Context: an optimization exercise on an open-source flow, tuned for small area. The choices shown serve that exercise and are no tape-out recipe.
The RTL was checked by simulation tests, not by an equivalence proof against the original design.

## conv_top
module conv_top
#(
    parameter int IMG_BITS = 6    
) (
    input  wire               clk,
    input  wire               rst,
    input  wire               ready,
    input  wire [19:0]        idata,
    input  wire [19:0]        cdata_rd,
    output logic              busy,
    output logic              cwr,
    output logic              crd,
    output logic [11:0]       iaddr,
    output logic [11:0]       caddr_wr,
    output logic [11:0]       caddr_rd,
    output logic [19:0]       cdata_wr,
    output logic [2:0]        csel
);
clock: 12.5 ns
lec_check: 0
abc_area: 1
cap_margin: 20
core_margin: 2
core_utilization: 55
cts_cluster_diameter: 50
cts_cluster_size: 10
gpl_timing_driven: 0
slew_margin: 20
standard.sh (not shown) runs the stock make flow with config.mk's settings and CLKGATE_MAP_FILE= SYNTH_SCRIPT=/design/flow/synth_recipe.tcl, a recipe that flattens the netlist after the stock synthesis.
==> flow/flow/run.sh <==
#!/bin/bash
set -euo pipefail
rm -rf scripts_area
cp -r "$FLOW_HOME/scripts" scripts_area
cp flow/abc_area.script scripts_area/abc_area.script
export BUFFER_PORTS_ARGS="-buffer_cell sky130_fd_sc_hd__buf_1"
export CTS_ARGS="-sink_clustering_enable -repair_clock_nets -sink_clustering_size 10 -sink_clustering_max_diameter 50 -dont_use_dummy_load"
bash standard.sh ABC_AREA=1 SCRIPTS_DIR="$PWD/scripts_area" > standard.log 2>&1
==> flow/flow/abc_area.script <==
strash
&get -n
&deepsyn -T 60
&put
dch -f
amap
topo
The baseline went through all stages and came out clean.
Rerun with:
==> flow/flow/run.sh (replaced) <==
#!/bin/bash
set -euo pipefail
rm -rf scripts_area
cp -r "$FLOW_HOME/scripts" scripts_area
cp flow/abc_area.script scripts_area/abc_area.script
export BUFFER_PORTS_ARGS="-buffer_cell sky130_fd_sc_hd__buf_1"
export CTS_ARGS="-sink_clustering_enable -repair_clock_nets -sink_clustering_size 40 -sink_clustering_max_diameter 300 -sink_clustering_levels 1 -dont_use_dummy_load -buf_list sky130_fd_sc_hd__clkbuf_8"
bash standard.sh ABC_AREA=1 SCRIPTS_DIR="$PWD/scripts_area" > standard.log 2>&1
--- a/flow/config.mk
+++ b/flow/config.mk
@@ -13,3 +13,2 @@
 export CTS_CLUSTER_SIZE = 10
-export GPL_TIMING_DRIVEN = 0
 export SLEW_MARGIN = 20
Result: Utilization came out lower by 0.89 points; fmax came out lower by about 0.5%; die area is unchanged; wire length came out lower by 1.2%; sequential share of layout area came out higher by 0.30 points.
Rerun with:
==> flow/flow/run.sh (replaced) <==
#!/bin/bash
set -euo pipefail
rm -rf scripts_area
cp -r "$FLOW_HOME/scripts" scripts_area
cp flow/abc_area.script scripts_area/abc_area.script
export BUFFER_PORTS_ARGS="-buffer_cell sky130_fd_sc_hd__buf_1"
export CTS_ARGS="-repair_clock_nets -dont_use_dummy_load -buf_list sky130_fd_sc_hd__clkbuf_8"
bash standard.sh ABC_AREA=1 SCRIPTS_DIR="$PWD/scripts_area" > standard.log 2>&1
Outcome: Die area stays the same; via count does not change.
Rerun with:
==> flow/flow/run.sh (replaced) <==
#!/bin/bash
set -euo pipefail
rm -rf scripts_area
cp -r "$FLOW_HOME/scripts" scripts_area
cp flow/abc_area.script scripts_area/abc_area.script
export BUFFER_PORTS_ARGS="-buffer_cell sky130_fd_sc_hd__buf_1"
export CTS_ARGS="-sink_clustering_enable -repair_clock_nets -sink_clustering_size 10 -sink_clustering_max_diameter 50 -dont_use_dummy_load"
bash standard.sh ABC_AREA=1 SCRIPTS_DIR="$PWD/scripts_area" > standard.log 2>&1
Via count does not change.
Worst hold slack stays the same.
First-iteration DRC count does not change.
Design area does not change.
Non-clock buffer count is unchanged.
Rerun with:
--- a/flow/config.mk
+++ b/flow/config.mk
@@ -10,3 +10,3 @@
 export CORE_MARGIN = 2
-export CORE_UTILIZATION = 55
+export CORE_UTILIZATION = 65
 export CTS_CLUSTER_DIAMETER = 50
The changed run passed the timing, design-rule and antenna checks; worst setup slack got worse by 3.5 ps; first-iteration DRC count increases by 87%.

========
conv_top, a different RTL version from the one above (not shown whole).
Size: ~660 cells after synthesis, about 110 I/O pins.
Settings: LEC_CHECK=0, ABC_AREA=1, CAP_MARGIN=20, CORE_MARGIN=2, CORE_UTILIZATION=55, CTS_CLUSTER_DIAMETER=50, CTS_CLUSTER_SIZE=10, GPL_TIMING_DRIVEN=0, SLEW_MARGIN=20; clock period 12.5 ns.
==> flow/flow/run.sh <==
#!/bin/bash
set -euo pipefail
rm -rf scripts_area
cp -r "$FLOW_HOME/scripts" scripts_area
cp flow/abc_area.script scripts_area/abc_area.script
export BUFFER_PORTS_ARGS="-buffer_cell sky130_fd_sc_hd__buf_1"
export CTS_ARGS="-sink_clustering_enable -repair_clock_nets -sink_clustering_size 10 -sink_clustering_max_diameter 50 -dont_use_dummy_load"
bash standard.sh ABC_AREA=1 SCRIPTS_DIR="$PWD/scripts_area" > standard.log 2>&1
==> flow/flow/abc_area.script <==
strash
&get -n
&deepsyn -T 60
&put
dch -f
amap -m
topo
Edit:
- GPL_TIMING_DRIVEN: 0 -> unset
Outcome: Register-to-register slack gains 0.37 ns; flip-flop and latch count is unchanged; core utilization goes down by 1.0 points; wire length goes down by 2.6%; critical path depth goes down by 6; hold slack loses 0.0092 ns; setup slack gains 0.35 ns.
Edit:
- GPL_ROUTABILITY_DRIVEN: unset -> 0
Effect:
- The new run completed without violations
- setup slack loses 0.064 ns
- die area stays the same
- count of clock-buffer cells in the layout stays the same
- cell count stays flat
- critical path depth stays the same
- area after synthesis stays the same
- non-clock buffer count falls by 1
- clock skew hardly moves

========
conv_top, a different RTL version from the one above (not shown whole).
Size: roughly 75 flip-flops, roughly 5400 um^2 of cells after synthesis.
Design conv_top, start of the top module:
module conv_top
#(
    parameter int IMG_BITS = 6    
) (
    input  wire               clk,
    input  wire               rst,
    input  wire               ready,
    input  wire [19:0]        idata,
    input  wire [19:0]        cdata_rd,
    output logic              busy,
    output logic              cwr,
    output logic              crd,
    output logic [11:0]       iaddr,
    output logic [11:0]       caddr_wr,
    output logic [11:0]       caddr_rd,
    output logic [19:0]       cdata_wr,
    output logic [2:0]        csel
);
==> flow/config.mk <==
export PLATFORM = sky130hd
export DESIGN_NAME = conv_top
export DESIGN_NICKNAME = conv_top
export VERILOG_FILES = /design/flow/design.v
export SDC_FILE = /design/flow/constraint.sdc
export NUM_CORES = 4
export LEC_CHECK = 0
export ABC_AREA = 1
export CAP_MARGIN = 20
export CORE_MARGIN = 2
export CORE_UTILIZATION = 55
export CTS_CLUSTER_DIAMETER = 50
export CTS_CLUSTER_SIZE = 10
export SLEW_MARGIN = 20
==> flow/constraint.sdc <==
create_clock -name core_clock -period 12.5 [get_ports {clk}]
set_input_delay 2.5000 -clock core_clock [delete_from_list [all_inputs] [get_ports {clk}]]
set_output_delay 2.5000 -clock core_clock [all_outputs]
set_load 0.01 [all_outputs]
==> flow/flow/run.sh <==
#!/bin/bash
set -euo pipefail
rm -rf scripts_area
cp -r "$FLOW_HOME/scripts" scripts_area
cp flow/abc_area.script scripts_area/abc_area.script
export BUFFER_PORTS_ARGS="-buffer_cell sky130_fd_sc_hd__buf_1"
export CTS_ARGS="-sink_clustering_enable -repair_clock_nets -sink_clustering_size 30 -sink_clustering_max_diameter 150 -dont_use_dummy_load"
bash standard.sh ABC_AREA=1 SCRIPTS_DIR="$PWD/scripts_area" > standard.log 2>&1
==> flow/flow/abc_area.script <==
strash
&get -n
&deepsyn -T 60
&put
dch -f
amap
topo
The starting point passed the timing, design-rule and antenna checks.
Rerun with:
==> flow/flow/run.sh (replaced) <==
#!/bin/bash
set -euo pipefail
rm -rf scripts_area
cp -r "$FLOW_HOME/scripts" scripts_area
cp flow/abc_area.script scripts_area/abc_area.script
export BUFFER_PORTS_ARGS="-buffer_cell sky130_fd_sc_hd__buf_1"
export CTS_ARGS="-sink_clustering_enable -repair_clock_nets -sink_clustering_size 10 -sink_clustering_max_diameter 50 -dont_use_dummy_load"
bash standard.sh ABC_AREA=1 SCRIPTS_DIR="$PWD/scripts_area" > standard.log 2>&1
Core utilization stays the same.
Die area stays the same.

-- separate check: timing with driven ports --
The results above use ideal ports. As a check the final layouts listed here were re-extracted and re-timed, cells and wires unchanged.
Step 1, drivers: a clkbuf_16 drives clk and a buf_2 each remaining input, both assumed.
Step 2 moves the port delays by t, midway between the first and last clock arrival at a register: inputs arrive t later, outputs are due t later. That takes back most of the time a late clock gives input paths.
Three values: ideal ports, drivers, drivers and shift; two values: the first two.
run | t, ns | slack for setup (ns) | worst setup path after step 2 | pins driven straight from the clock port
the first run of note 1 | 0.367 | 0.446 / 0.447 / 0.080 | input to register | 1
the second run of note 1 | 0.378 | 0.388 / 0.396 / 0.018 | input to register | 1
the third run of note 1 | 0.378 | 0.388 / 0.396 / 0.018 | input to register | 1
the fourth run of note 1 | 0.378 | 0.388 / 0.396 / 0.018 | input to register | 1
the fifth run of note 1 | 0.377 | 0.385 / 0.392 / 0.015 | input to register | 1
the first run of note 2 | 0.376 | 0.516 / 0.516 / 0.444 | input to register | 1
the second run of note 2 | 0.373 | 0.865 / 0.869 / 0.495 | input to register | 1
the third run of note 2 | 0.377 | 0.801 / 0.809 / 0.432 | input to register | 1
the first run of note 3 | 0.383 | 0.422 / 0.436 / 0.053 | input to register | 1
the second run of note 3 | 0.383 | 0.422 / 0.436 / 0.053 | input to register | 1
After both steps setup and hold are still met in every run listed.
